Background: an optimization exercise with open tools, aiming at small area and a short achievable clock period. Do not read the settings as production practice.
In this exercise RTL edits were held to simulation tests only and were not proved equivalent to the original.

==> run Z <==
==> flow/design.v (excerpt) <==
module dct_1d (
  input  logic                  aclk,
  input  logic                  rst_n,
  input  logic                  in_valid,
  input  dct_pkg::sample_vec_t  in_block,
  output logic                  out_valid,
  output dct_pkg::lane_vec_t    out_block
);
export LEC_CHECK = 0
export CAP_MARGIN = 20
export CORE_MARGIN = 2
export CORE_UTILIZATION = 40
export SLEW_MARGIN = 20
export SYNTH_HIERARCHICAL = 1
export SYNTH_MINIMUM_KEEP_SIZE = 0
create_clock -name core_clock -period 9.0 [get_ports {aclk}]
standard.sh (not shown) runs the stock make flow with config.mk's settings and CLKGATE_MAP_FILE= SYNTH_SCRIPT=/design/flow/synth_recipe.tcl, a recipe that flattens the netlist after the stock synthesis.
==> flow/flow/run.sh <==
#!/bin/bash
set -euo pipefail
export BUFFER_PORTS_ARGS="-buffer_cell sky130_fd_sc_hd__buf_2"
export SETUP_SLACK_MARGIN=6
bash standard.sh > standard.log 2>&1
==> inputs of run A, as changes to run Z <==
==> flow/run.sh (new file) <==
#!/bin/bash
# synth_recipe.tcl (not shown) runs the flow's synth.tcl, then flattens the netlist and writes it again
# the make line also repeats each setting of config.mk as NAME=value (left out here)
make -C /OpenROAD-flow-scripts/flow DESIGN_CONFIG=/design/flow/config.mk WORK_HOME=/design/flow/orfs CLKGATE_MAP_FILE= SYNTH_SCRIPT=/design/flow/synth_recipe.tcl finish
- SETUP_SLACK_MARGIN: default -> 5
removed: flow/flow/run.sh
removed: flow/standard.sh
==> inputs of run Y, as changes to run Z <==
==> flow/flow/run.sh (replaced) <==
#!/bin/bash
set -euo pipefail
export BUFFER_PORTS_ARGS="-buffer_cell sky130_fd_sc_hd__buf_2"
bash standard.sh > standard.log 2>&1
- SETUP_SLACK_MARGIN: default -> 5
==> qor summary <==
item	run A	run Z	run Y
Most common cell on crit path	a21oi_2	-	fa_1
Final-layout clock buffer total	142	149	152
Max Clock Freq	268.4 MHz	326.7 MHz	274.9 MHz
Total of fill cells in the finished design	14,943	14,769	14,999
Worst setup margin	5274 ps	5939 ps	5362 ps
Worst path buffer plus inverter count	2	1	1
Non-clock buffers	348	485	348
Peak fanout along the critical path	6	7	13
Worst setup path startpoint	in_block[48]	y4_r1[17]$_DFF_P_	d6_r1[2]$_DFF_P_
Arrival @ worst endpoint	4340 ps	1260 ps	4250 ps
Required time of the worst setup path	9610 ps	7200 ps	9610 ps
Number of optimization iterations in the first detailed-route pass	8	5	5
Buffer count from post-CTS setup fixing	0	77	0
Area delta synth->final	15.25%	17.76%	12.82%
Setup Slack @ Placement	4461 ps	4908 ps	4843 ps
Worst reg2reg endpoint	y6h_b_r1[1]$_DFF_P_	d2h_a_r1[5]$_DFF_P_	y5h_c_r1[0]$_DFF_P_
R2R Path Start	d6_r1[6]$_DFF_P_	c2_r1[8]$_DFF_P_	d6_r1[2]$_DFF_P_
Total number of vias	38,758	39,388	38,954
Status	timing/DRC/antenna clean	timing/DRC/antenna clean	timing/DRC/antenna clean

* * *

==> trial 36: inputs <==
Another version of the RTL of dct_1d (not shown whole).
// dct_1d
module dct_1d (
  input  logic                  aclk,
  input  logic                  rst_n,
  input  logic                  in_valid,
  input  dct_pkg::sample_vec_t  in_block,
  output logic                  out_valid,
  output dct_pkg::lane_vec_t    out_block
);
==> flow/config.mk <==
export PLATFORM = sky130hd
export DESIGN_NAME = dct_1d
export DESIGN_NICKNAME = dct_1d
export VERILOG_FILES = /design/flow/design.v
export SDC_FILE = /design/flow/constraint.sdc
export NUM_CORES = 4
export LEC_CHECK = 0
export CAP_MARGIN = 20
export CORE_MARGIN = 2
export CORE_UTILIZATION = 40
export SETUP_SLACK_MARGIN = 5
export SLEW_MARGIN = 20
export SYNTH_HIERARCHICAL = 1
export SYNTH_MINIMUM_KEEP_SIZE = 0
==> flow/constraint.sdc <==
create_clock -name core_clock -period 9.0 [get_ports {aclk}]
set_input_delay 1.8000 -clock core_clock [delete_from_list [all_inputs] [get_ports {aclk}]]
set_output_delay 1.8000 -clock core_clock [all_outputs]
set_load 0.01 [all_outputs]
==> flow/flow/run.sh <==
#!/bin/bash
set -euo pipefail
export BUFFER_PORTS_ARGS="-buffer_cell sky130_fd_sc_hd__buf_1"
bash standard.sh > standard.log 2>&1
==> build 18 (differences from trial 36) <==
==> flow/flow/run.sh (replaced) <==
#!/bin/bash
set -euo pipefail
export BUFFER_PORTS_ARGS="-buffer_cell sky130_fd_sc_hd__buf_2"
export SETUP_SLACK_MARGIN=6
bash standard.sh > standard.log 2>&1
- SETUP_SLACK_MARGIN: 5 -> not set
==> results.json <==
{
  "status": "finished clean",
  "drt_wl_total_um": 158000,
  "grt_use_met1": 0.215,
  "layout.area.seq_um2": 23400,
  "fin_cells": 8352,
  "drtIter0Drc": 1695,
  "timing.critical_path.required_ns": 9.71,
  "cts_inserted_buffers": 137,
  "cp_slowest_stage_delay_ns": 0.77,
  "syn2layout_area_growth_pct": 12.6,
  "grt_pass1_wl_um": 247000
}
the above is filed under trial 36

==> results.json <==
{
  "status": "finished clean",
  "drtIter0Drc": 1424,
  "layout.area.seq_um2": 23800,
  "m1WireLength_um": 61900,
  "grt_use_met1": 0.213,
  "fin_cells": 8417,
  "drt_wl_total_um": 160000,
  "cp_slowest_stage_delay_ns": 0.38
}
the above is filed under build 18

port drivers added, routing unchanged:
The flow's constraints put no driver on any port. The routed layouts listed below were extracted and timed again, unchanged, in two steps. Step 1, drivers: a clkbuf_16 drives aclk and a buf_2 each remaining input, both assumed. Step 2, shift: input delay + t, output delay - t, t = (earliest + latest rising clock arrival at the registers) / 2. This alone moves slack from input paths to output paths. a / b / c = ideal ports / drivers / drivers and shift; a / b = the first two.
run | t (ns) | slack for setup (ns) | hold WS [ns] | slew at the worst register clock pin (ns) | worst slew at a driven data input, ns
run Z | 0.802 | 5.939 / 5.859 / 5.362 | 0.323 / 0.323 / 0.323 | 0.07 / 0.07 | 0.23
run A | 0.792 | 5.274 / 5.282 / 4.490 | 0.306 / 0.306 / 0.306 | 0.07 / 0.07 | 0.22
run Y | 0.793 | 5.362 / 5.362 / 4.763 | 0.321 / 0.321 / 0.321 | 0.07 / 0.07 | 0.22
trial 36 | 0.863 | 5.525 / 5.525 / 4.996 | 0.303 / 0.303 / 0.303 | 0.06 / 0.06 | 0.34
build 18 | 0.866 | 5.902 / 5.817 / 5.345 | 0.309 / 0.309 / 0.309 | 0.07 / 0.07 | 0.18
After both steps every run listed still meets setup and hold. For run A, which loses most, drivers alone change the setup slack by +0.008 ns; drivers and shift together by -0.784 ns.
